Background: an optimization exercise with open tools, aiming at small area, a short achievable clock period and few clock cycles per item. Do not read the settings as production practice. Only simulation tests tie the RTL to the original design; equivalence was not proved.

==> flow/design.v <==
module gimli_non_linear_permutation (
  input  logic [31:0] i_x,
  input  logic [31:0] i_y,
  input  logic [31:0] i_z,
  output logic [31:0] o_x,
  output logic [31:0] o_y,
  output logic [31:0] o_z
);
  logic [31:0] w_x;
  logic [31:0] w_y;
  assign w_x = {i_x[7:0], i_x[31:8]};
  assign w_y = {i_y[22:0], i_y[31:23]};
  assign o_z = w_x ^ (i_z << 1) ^ ((w_y & i_z) << 2);
  assign o_y = w_y ^ w_x ^ ((w_x | i_z) << 1);
  assign o_x = i_z ^ w_y ^ ((w_x & w_y) << 3);
endmodule
module gimli_round #(
  parameter bit STATIC_PHASE = 1'b0,
  parameter int PHASE        = 0
) (
  input  logic [383:0] i_state,
  input  logic [4:0]   i_round,
  output logic [383:0] o_state
);
  localparam logic [31:0] RC_BASE = 32'h9e377900;
  logic [11:0][31:0] w_in;
  logic [11:0][31:0] w_sp;
  logic [1:0]        w_phase;
  assign w_in    = i_state;
  assign w_phase = STATIC_PHASE ? 2'(PHASE) : i_round[1:0];
  for (genvar j = 0; j < 4; j++) begin : g_sp
    gimli_non_linear_permutation u_sp (
      .i_x (w_in[j]),
      .i_y (w_in[j+4]),
      .i_z (w_in[j+8]),
      .o_x (w_sp[j]),
      .o_y (w_sp[j+4]),
      .o_z (w_sp[j+8])
    );
  end
  always_comb begin
    o_state = w_sp;
    if (w_phase == 2'b00) begin
      o_state[31:0]   = w_sp[1] ^ RC_BASE ^ {27'd0, i_round};
      o_state[63:32]  = w_sp[0];
      o_state[95:64]  = w_sp[3];
      o_state[127:96] = w_sp[2];
    end else if (w_phase == 2'b10) begin
      o_state[31:0]   = w_sp[2];
      o_state[63:32]  = w_sp[3];
      o_state[95:64]  = w_sp[0];
      o_state[127:96] = w_sp[1];
    end
  end
endmodule
module gimli_permutation_core #(
  parameter int NUMBER_OF_ROUNDS = 24
) (
  input  logic         clk,
  input  logic         rst,
  input  logic [383:0] din_state,
  input  logic         din_valid,
  output logic         din_ready,
  output logic [383:0] dout_state,
  output logic         dout_valid,
  input  logic         dout_ready,
  output logic         busy
);
  localparam int K = 2;
  logic         r_run;     
  logic         r_done;    
  logic [4:0]   r_round;   
  logic [383:0] r_state;
  logic         w_take;
  logic         w_last;
  logic [4:0]   w_round_base;
  logic [K:0][383:0] w_blk;
  assign din_ready = !r_run && (!r_done || dout_ready);
  assign w_take    = din_valid && din_ready;
  assign w_last    = (r_round == 5'(K));
  assign w_round_base = (K % 4 == 0) ? {r_round[4:2], 2'b00} :
                        (K % 2 == 0) ? {r_round[4:1], 1'b0} : r_round;
  for (genvar j = 0; j < K; j++) begin : g_rnd
    gimli_round #(
      .STATIC_PHASE ((K % 4 == 0) || (K % 2 == 0 && j % 2 == 1)),
      .PHASE        ((4 - (j % 4)) % 4)
    ) u_round (
      .i_state (w_blk[j]),
      .i_round (w_round_base - 5'(j)),
      .o_state (w_blk[j+1])
    );
  end
  assign w_blk[0] = r_state;
  always_ff @(posedge clk) begin
    if (w_take)     r_state <= din_state;
    else if (r_run) r_state <= w_blk[K];
  end
  always_ff @(posedge clk or posedge rst) begin
    if (rst) begin
      r_run   <= 1'b0;
      r_done  <= 1'b0;
      r_round <= 5'(NUMBER_OF_ROUNDS);
    end else if (r_run) begin
      if (w_last) begin
        r_run   <= 1'b0;
        r_done  <= 1'b1;
        r_round <= 5'(NUMBER_OF_ROUNDS);
      end else begin
        r_round <= r_round - 5'(K);
      end
    end else if (w_take) begin
      r_run  <= 1'b1;
      r_done <= 1'b0;
    end else if (r_done && dout_ready) begin
      r_done <= 1'b0;
    end
  end
  assign busy       = r_run && !rst;
  assign dout_valid = r_done && !rst;
  assign dout_state = r_state;
endmodule
export LEC_CHECK = 0
export CAP_MARGIN = 20
export CORE_MARGIN = 2
export CORE_UTILIZATION = 60
export PLACE_DENSITY = 0.75
export SETUP_SLACK_MARGIN = 0.8
export SLEW_MARGIN = 20
create_clock -name core_clock -period 3.5 [get_ports {clk}]
standard.sh (not shown) runs the stock make flow with config.mk's settings and CLKGATE_MAP_FILE= SYNTH_SCRIPT=/design/flow/synth_recipe.tcl, a recipe that flattens the netlist after the stock synthesis.
==> flow/flow/run.sh <==
#!/bin/bash
# Own layout flow: the standard layout (standard.sh), with the port
# buffers made as sky130_fd_sc_hd__buf_1 instead of the delay buffer that
# buffer_ports picks by default. Every input and output port still gets its
# own buffer; the resizer may resize them like any other cell.
set -euo pipefail
export BUFFER_PORTS_ARGS="-buffer_cell sky130_fd_sc_hd__buf_1"
bash standard.sh finish > standard_flow.log 2>&1
Testbench counts at the start, summed over its fixed seeds: cycles 1,672, items 128.
Rerun with:
--- a/flow/design.v
+++ b/flow/design.v
@@ -88,14 +88,24 @@
       .i_state (w_blk[j]),
       .i_round (w_round_base - 5'(j)),
       .o_state (w_blk[j+1])
     );
   end
-  assign w_blk[0] = r_state;
+  localparam int NSEL = 48;
+  logic [NSEL-1:0] r_sel;
+  always_ff @(posedge clk or posedge rst) begin
+    if (rst) begin
+      r_sel <= '0;
+    end else begin
+      for (int i = 0; i < NSEL; i++) r_sel[i] <= r_sel[i] ? !w_last : w_take;
+    end
+  end
+  for (genvar b = 0; b < 384; b++) begin : g_in
+    assign w_blk[0][b] = r_sel[(b * NSEL) / 384] ? r_state[b] : din_state[b];
+  end
   always_ff @(posedge clk) begin
-    if (w_take)     r_state <= din_state;
-    else if (r_run) r_state <= w_blk[K];
+    if (r_run || w_take) r_state <= w_blk[K];
   end
   always_ff @(posedge clk or posedge rst) begin
     if (rst) begin
       r_run   <= 1'b0;
       r_done  <= 1'b0;
@@ -107,12 +117,17 @@
         r_round <= 5'(NUMBER_OF_ROUNDS);
       end else begin
         r_round <= r_round - 5'(K);
       end
     end else if (w_take) begin
-      r_run  <= 1'b1;
-      r_done <= 1'b0;
+      if (NUMBER_OF_ROUNDS == K) begin
+        r_done  <= 1'b1;
+      end else begin
+        r_run   <= 1'b1;
+        r_done  <= 1'b0;
+        r_round <= r_round - 5'(K);
+      end
     end else if (r_done && dout_ready) begin
       r_done <= 1'b0;
     end
   end
   assign busy       = r_run && !rst;
- setup slack got worse by 9.7 ps
- cell area climbs by 19%
- worst hold slack improved by 230 ps
- critical path depth climbs by 7
- register-to-register slack hardly moves
- routed wire length climbs by 3.1%
- maximum frequency drops by 0.34%
- area after synthesis climbs by 7.3%
- non-clock buffer count climbs by 308
- final cell count climbs by 9.4%
Testbench counts after the change, summed over its fixed seeds: cycles 1,544, items 128.

## separate check: timing with driven ports
How much do the figures lean on ideal ports? The routed layouts below were timed once more, with nothing changed but the port constraints. Step 1 assumes that a clkbuf_16 drives the clock port and a buf_2 every other input. Step 2 times the ports against the registers' clock, not the clock port: input delays grow and output delays shrink by t, the midpoint of the rising clock arrivals with the driver on. Three values: ideal, step 1, step 2; two values: the first two.
| run | t (ns) | slack for setup (ns) | slew at the worst register clock pin (ns) | worst slew at a driven data input, ns |
|---|---|---|---|---|
| the first run | 0.675 | 0.656 / 0.656 / 0.579 | 0.07 / 0.07 | 0.07 |
| the second run | 0.669 | 0.646 / 0.646 / 0.345 | 0.07 / 0.07 | 0.17 |
After both steps every run listed still meets setup and hold. For the second run, which loses most, drivers alone change the setup slack by 0.000 ns; drivers and shift together by -0.301 ns.
